What follows belongs to an exercise in optimizing a design on an open flow for small area; a production flow would make more cautious choices.
Function was checked by simulation only, so behaviour that the tests miss may differ from the original.
No activity file was given, so power comes from the tool's default toggle rates.

==> inputs of job 8038 <==
Design spriteRenderer, start of the top module:
module spriteRenderer
#(
    parameter int sheetWidthLog2 = 9,
    parameter int indexWidth     = 8
)
(
    input  logic                     Clk,
    input  logic                     arstN,
    input  logic                     pixelValid,
    input  spritePkg::coord_t        drawX,
    input  spritePkg::coord_t        drawY,
    input  spritePkg::coord_t        kirbyX,
    input  spritePkg::coord_t        kirbyY,
    input  spritePkg::coord_t        blockX,
    input  spritePkg::coord_t        blockY,
    input  logic                     facingRight,
    input  spritePkg::animState_t    floatState,
    input  spritePkg::animState_t    walkState,
    input  spritePkg::animState_t    stillState,
    output logic                     addrValid,
    output spritePkg::sheetAddr_t    spriteAddr,
    output spritePkg::pixelLayer_t   pixelLayer,
    input  logic                     paletteWrite,
    input  logic [indexWidth-1:0]    paletteWriteIndex,
    input  spritePkg::colorChannel_t paletteWriteRed,
    input  spritePkg::colorChannel_t paletteWriteGreen,
    input  spritePkg::colorChannel_t paletteWriteBlue,
    input  logic                     colorRead,
    input  logic [indexWidth-1:0]    colorIndex,
    output logic                     colorValid,
    output spritePkg::colorChannel_t red,
    output spritePkg::colorChannel_t green,
    output spritePkg::colorChannel_t blue
);
    spriteAddress
    #(
        .sheetWidthLog2 (sheetWidthLog2)
    )
    i_spriteAddress
    (
        .Clk         (Clk),
        .arstN       (arstN),
        .pixelValid  (pixelValid),
        .drawX       (drawX),
        .drawY       (drawY),
        .kirbyX      (kirbyX),
        .kirbyY      (kirbyY),
        .blockX      (blockX),
        .blockY      (blockY),
        .facingRight (facingRight),
        .floatState  (floatState),
        .walkState   (walkState),
        .stillState  (stillState),
        .addrValid   (addrValid),
        .spriteAddr  (spriteAddr),
  ...
==> module spriteAddress, before the edit <==
module spriteAddress
#(
    parameter int sheetWidthLog2 = 9
)
(
    input  logic                   Clk,
    input  logic                   arstN,
    input  logic                   pixelValid,
    input  spritePkg::coord_t      drawX,
    input  spritePkg::coord_t      drawY,
    input  spritePkg::coord_t      kirbyX,
    input  spritePkg::coord_t      kirbyY,
    input  spritePkg::coord_t      blockX,
    input  spritePkg::coord_t      blockY,
    input  logic                   facingRight,
    input  spritePkg::animState_t  floatState,
    input  spritePkg::animState_t  walkState,
    input  spritePkg::animState_t  stillState,
    output logic                   addrValid,
    output spritePkg::sheetAddr_t  spriteAddr,
    output spritePkg::pixelLayer_t pixelLayer
);
    logic [10:0] kirbyDiffX, kirbyDiffY, blockDiffX, blockDiffY;
    logic        kirbyHit, blockHit;
    logic [2:0]  frameCol;
    logic [10:0] backHigh;
    spritePkg::sheetAddr_t nextAddr;
    spritePkg::pixelLayer_t nextLayer;
    logic kirbyInX, kirbyInY, blockInX, blockInY;
    function automatic logic [5:0] sub5(input logic [4:0] a, input logic [4:0] b);
        logic [5:0] borrow;
        logic [5:0] diff;
        borrow[0] = 1'b0;
        for (int i = 0; i < 5; i++)
        begin
            diff[i]       = a[i] ^ b[i] ^ borrow[i];
            borrow[i + 1] = (~a[i] & b[i]) | (~(a[i] ^ b[i]) & borrow[i]);
        end
        diff[5] = borrow[5];
        sub5 = diff;
    endfunction
    function automatic logic insideHigh(input logic [9:0] a, input logic [9:0] b, input logic borrow5);
        logic carry;
        logic ok;
        carry = borrow5;
        ok    = 1'b1;
        for (int i = 5; i < 10; i++)
        begin
            ok    = ok & ((a[i] ^ b[i]) == carry);
            carry = carry & b[i];
        end
        insideHigh = ok & ~carry;
    endfunction
    logic [5:0] kxl, kyl, bxl, byl;
    assign kxl = sub5(drawX[4:0], kirbyX[4:0]);
    assign kyl = sub5(drawY[4:0], kirbyY[4:0]);
    assign bxl = sub5(drawX[4:0], blockX[4:0]);
    assign byl = sub5(drawY[4:0], blockY[4:0]);
    assign kirbyDiffX = {5'b0, kxl};
    assign kirbyDiffY = {5'b0, kyl};
    assign blockDiffX = {5'b0, bxl};
    assign blockDiffY = {5'b0, byl};
    assign kirbyInX = insideHigh(drawX, kirbyX, kxl[5]);
    assign kirbyInY = insideHigh(drawY, kirbyY, kyl[5]);
    assign blockInX = insideHigh(drawX, blockX, bxl[5]);
    assign blockInY = insideHigh(drawY, blockY, byl[5]);
    assign kirbyHit = kirbyInX && kirbyInY;
    assign blockHit = blockInX && blockInY;
    always_comb
    begin
        if (floatState < 10'd7)
            frameCol = floatState[2:0];
        else if (walkState < 10'd7)
            frameCol = walkState[2:0];
        else if (stillState < 10'd7)
            frameCol = stillState[2:0];
        else
            frameCol = '0;
    end
    assign backHigh = {1'b0, drawY} + 11'(drawX[9]);
    always_comb
    begin
        if (kirbyHit)
        begin
            nextLayer = spritePkg::layerKirby;
            nextAddr  = {6'b0, kirbyDiffY[4:0], 1'b0, frameCol, kirbyDiffX[4:0] ^ {5{~facingRight}}};
        end
        else if (blockHit)
        begin
            nextLayer = spritePkg::layerBlock;
            nextAddr  = {6'b0, blockDiffY[4:0], 4'b0, ~blockDiffX[4:0]};
        end
        else
        begin
            nextLayer = spritePkg::layerBackground;
            nextAddr  = {backHigh, drawX[8:0]};
        end
    end
    always_ff @(posedge Clk or negedge arstN)
    begin
        if (!arstN)
            addrValid <= 1'b0;
        else
            addrValid <= pixelValid;
    end
    always_ff @(posedge Clk)
    begin
        spriteAddr <= nextAddr;
        pixelLayer <= nextLayer;
    end
endmodule
Settings: LEC_CHECK=0, CAP_MARGIN=20, CORE_MARGIN=2, CORE_UTILIZATION=70, PLACE_DENSITY=0.8, SLEW_MARGIN=30, SYNTH_HIERARCHICAL=1; clock period 8.0 ns.
standard.sh (not shown) runs the stock make flow with config.mk's settings and CLKGATE_MAP_FILE= SYNTH_SCRIPT=/design/flow/synth_recipe.tcl, a recipe that flattens the netlist after the stock synthesis.
==> flow/flow/run.sh <==
#!/bin/bash
# The standard layout (standard.sh, with the standard synthesis unchanged),
# with a leaner clock tree: clkbuf_8 buffers over sink clusters of at most 16
# flip-flops within 60 um and no dummy loads; port buffers are buf_1.
set -euo pipefail
export CTS_ARGS="-sink_clustering_enable -repair_clock_nets -dont_use_dummy_load -buf_list sky130_fd_sc_hd__clkbuf_8 -sink_clustering_size 16 -sink_clustering_max_diameter 60"
export BUFFER_PORTS_ARGS="-buffer_cell sky130_fd_sc_hd__buf_1"
bash standard.sh synth > synth.log 2>&1
bash standard.sh > layout.log 2>&1
==> job 1064 (differences from job 8038) <==
--- a/flow/design.v
+++ b/flow/design.v
@@ -40,3 +40,5 @@
 );
-    logic [10:0] kirbyDiffX, kirbyDiffY, blockDiffX, blockDiffY;
+    logic [4:0]  drawXN, drawYN;
+    logic [4:0]  kirbyOffXN, kirbyOffYN, blockOffXN, blockOffYN;
+    logic        kirbyInX, kirbyInY, blockInX, blockInY;
     logic        kirbyHit, blockHit;
@@ -44,42 +46,10 @@
     logic [10:0] backHigh;
-    spritePkg::sheetAddr_t nextAddr;
+    spritePkg::sheetAddr_t  nextAddr;
     spritePkg::pixelLayer_t nextLayer;
-    logic kirbyInX, kirbyInY, blockInX, blockInY;
-    function automatic logic [5:0] sub5(input logic [4:0] a, input logic [4:0] b);
-        logic [5:0] borrow;
-        logic [5:0] diff;
-        borrow[0] = 1'b0;
-        for (int i = 0; i < 5; i++)
-        begin
-            diff[i]       = a[i] ^ b[i] ^ borrow[i];
-            borrow[i + 1] = (~a[i] & b[i]) | (~(a[i] ^ b[i]) & borrow[i]);
-        end
-        diff[5] = borrow[5];
-        sub5 = diff;
-    endfunction
-    function automatic logic insideHigh(input logic [9:0] a, input logic [9:0] b, input logic borrow5);
-        logic carry;
-        logic ok;
-        carry = borrow5;
-        ok    = 1'b1;
-        for (int i = 5; i < 10; i++)
-        begin
-            ok    = ok & ((a[i] ^ b[i]) == carry);
-            carry = carry & b[i];
-        end
-        insideHigh = ok & ~carry;
-    endfunction
-    logic [5:0] kxl, kyl, bxl, byl;
-    assign kxl = sub5(drawX[4:0], kirbyX[4:0]);
-    assign kyl = sub5(drawY[4:0], kirbyY[4:0]);
-    assign bxl = sub5(drawX[4:0], blockX[4:0]);
-    assign byl = sub5(drawY[4:0], blockY[4:0]);
-    assign kirbyDiffX = {5'b0, kxl};
-    assign kirbyDiffY = {5'b0, kyl};
-    assign blockDiffX = {5'b0, bxl};
-    assign blockDiffY = {5'b0, byl};
-    assign kirbyInX = insideHigh(drawX, kirbyX, kxl[5]);
-    assign kirbyInY = insideHigh(drawY, kirbyY, kyl[5]);
-    assign blockInX = insideHigh(drawX, blockX, bxl[5]);
-    assign blockInY = insideHigh(drawY, blockY, byl[5]);
+    assign drawXN = ~drawX[4:0];
+    assign drawYN = ~drawY[4:0];
+    spriteAxis u_kirbyX (.drawHigh(drawX[9:5]), .drawLowN(drawXN), .corner(kirbyX), .covered(kirbyInX), .offsetN(kirbyOffXN));
+    spriteAxis u_kirbyY (.drawHigh(drawY[9:5]), .drawLowN(drawYN), .corner(kirbyY), .covered(kirbyInY), .offsetN(kirbyOffYN));
+    spriteAxis u_blockX (.drawHigh(drawX[9:5]), .drawLowN(drawXN), .corner(blockX), .covered(blockInX), .offsetN(blockOffXN));
+    spriteAxis u_blockY (.drawHigh(drawY[9:5]), .drawLowN(drawYN), .corner(blockY), .covered(blockInY), .offsetN(blockOffYN));
     assign kirbyHit = kirbyInX && kirbyInY;
@@ -88,7 +58,7 @@
     begin
-        if (floatState < 10'd7)
+        if (floatState < 10'(spritePkg::frameCount))
             frameCol = floatState[2:0];
-        else if (walkState < 10'd7)
+        else if (walkState < 10'(spritePkg::frameCount))
             frameCol = walkState[2:0];
-        else if (stillState < 10'd7)
+        else if (stillState < 10'(spritePkg::frameCount))
             frameCol = stillState[2:0];
@@ -103,3 +73,3 @@
             nextLayer = spritePkg::layerKirby;
-            nextAddr  = {6'b0, kirbyDiffY[4:0], 1'b0, frameCol, kirbyDiffX[4:0] ^ {5{~facingRight}}};
+            nextAddr  = {6'b0, ~kirbyOffYN, 1'b0, frameCol, kirbyOffXN ^ {5{facingRight}}};
         end
@@ -108,3 +78,3 @@
             nextLayer = spritePkg::layerBlock;
-            nextAddr  = {6'b0, blockDiffY[4:0], 4'b0, ~blockDiffX[4:0]};
+            nextAddr  = {6'b0, ~blockOffYN, 4'b0, blockOffXN};
         end
@@ -128,2 +98,31 @@
     end
+endmodule
+module spriteAxis
+(
+    input  logic [4:0] drawHigh,     
+    input  logic [4:0] drawLowN,     
+    input  logic [9:0] corner,
+    output logic       covered,
+    output logic [4:0] offsetN
+);
+    logic [5:0] carryLow;
+    logic       carry;
+    logic       highEqual;
+    always_comb
+    begin
+        carryLow[0] = 1'b0;
+        for (int i = 0; i < 5; i++)
+        begin
+            offsetN[i]      = drawLowN[i] ^ corner[i] ^ carryLow[i];
+            carryLow[i + 1] = (drawLowN[i] & corner[i]) | ((drawLowN[i] ^ corner[i]) & carryLow[i]);
+        end
+        carry     = carryLow[5];
+        highEqual = 1'b1;
+        for (int i = 0; i < 5; i++)
+        begin
+            highEqual = highEqual & ((drawHigh[i] ^ corner[i + 5]) == carry);
+            carry     = carry & corner[i + 5];
+        end
+        covered = highEqual & ~carry;
+    end
 endmodule
==> flow/flow/run.sh (replaced) <==
#!/bin/bash
# The standard layout (standard.sh, with the standard synthesis unchanged)
# with three changes:
#  - after the floorplan, drivers of nets with 16 or more loads are upsized
#    from size 1 to size 2 (upsize.tcl), so placement needs fewer buffers;
#  - a leaner clock tree: clkbuf_8 buffers over sink clusters of at most 16
#    flip-flops within 60 um, and no dummy loads;
#  - port buffers are buf_1;
#  - after global routing, gates off the critical paths are downsized
#    (ORFS's power recovery, RECOVER_POWER=100).
# Each tool's output goes to a log file here.
set -euo pipefail
here=$(pwd)
export CTS_ARGS="-sink_clustering_enable -repair_clock_nets -dont_use_dummy_load -buf_list sky130_fd_sc_hd__clkbuf_8 -sink_clustering_size 16 -sink_clustering_max_diameter 60"
export BUFFER_PORTS_ARGS="-buffer_cell sky130_fd_sc_hd__buf_1"
export RECOVER_POWER=100
bash standard.sh synth > synth.log 2>&1
bash standard.sh floorplan > floorplan.log 2>&1
fp=$here/orfs/results/$FLOW_PLATFORM/spriteRenderer/base/2_floorplan.odb
ODB_IN=$fp ODB_OUT=$fp MIN_FANOUT=16 openroad -no_init -exit $here/flow/upsize.tcl > upsize.log 2>&1
bash standard.sh > layout.log 2>&1
==> flow/flow/upsize.tcl (new file) <==
# Upsize the drivers of high-fanout nets before placement, so that they need
# fewer buffers: a logic cell X_1 (or X_0) whose output drives at least
# MIN_FANOUT pins becomes X_2 when the library has it. Flip-flops, clock
# cells and tie cells are left alone.
read_db $::env(ODB_IN)
set db [ord::get_db]
set block [ord::get_db_block]
set minFanout $::env(MIN_FANOUT)
set count 0
foreach inst [$block getInsts] {
  set name [[$inst getMaster] getName]
  if {![regexp {^(sky130_fd_sc_hd__[a-z0-9]+)_([01])$} $name -> base size]} continue
  if {[string match "*df*" $base] || [string match "*tap*" $base] || [string match "*clk*" $base] || [string match "*conb*" $base]} continue
  set out ""
  foreach it [$inst getITerms] { if {[$it isOutputSignal]} { set out $it } }
  if {$out == ""} continue
  set net [$out getNet]
  if {$net == "NULL"} continue
  set fo [expr {[llength [$net getITerms]] + [llength [$net getBTerms]] - 1}]
  if {$fo < $minFanout} continue
  set bigger [$db findMaster "${base}_2"]
  if {$bigger == "NULL"} continue
  $inst swapMaster $bigger
  incr count
}
puts "upsized $count drivers"
write_db $::env(ODB_OUT)
==> run summary <==
metric	job 1064	job 8038
Required arrival time at the worst endpoint	8.97 ns	9.11 ns
Number of cells on the worst reg-to-reg path	6	7
Sequential power share	0.668	0.667
Yosys cell types	49	60
Instance area at placement	207000 µm²	209000 µm²
Critical path fanouts, max	144	24
Outcome	complete, but fails checks	no timing/DRC/antenna violations
Layout check failures	capacitance limit, slew limit	-
Total clock buffers created by CTS	436	438
WL final	815000 µm	819000 µm
Antenna diode count	132	136
Total of warnings raised by yosys	9	8
Critical Path Start Type	flip-flop	input port
Arr. time, crit path	8.13 ns	7.25 ns
Initial antenna violation count	74	59

-- separate check: timing with driven ports --
The flow's constraints put no driver on any port. The routed layouts listed below were extracted and timed again, unchanged, in two steps. Step 1 (the two cells are an assumption about what drives the block):
set clk [get_ports {Clk}]
set_driving_cell -lib_cell sky130_fd_sc_hd__clkbuf_16 $clk
set_driving_cell -lib_cell sky130_fd_sc_hd__buf_2 [delete_from_list [all_inputs] $clk]
Step 2 moves the port delays by t, midway between the first and last clock arrival at a register: inputs arrive t later, outputs are due t later. That takes back most of the time a late clock gives input paths. Three values: no drivers, after step 1, after step 2; two values: the first two.
| run | t, ns | slack for setup (ns) | worst setup path after step 2 |
|---|---|---|---|
| job 8038 | 1.292 | 1.853 / 1.923 / 0.631 | input to register |
| job 1064 | 1.309 | 0.839 / 0.839 / -0.112 | input to register |
The setup slack of job 8038, which loses most, moves by +0.070 ns with the drivers and by -1.222 ns with both steps.
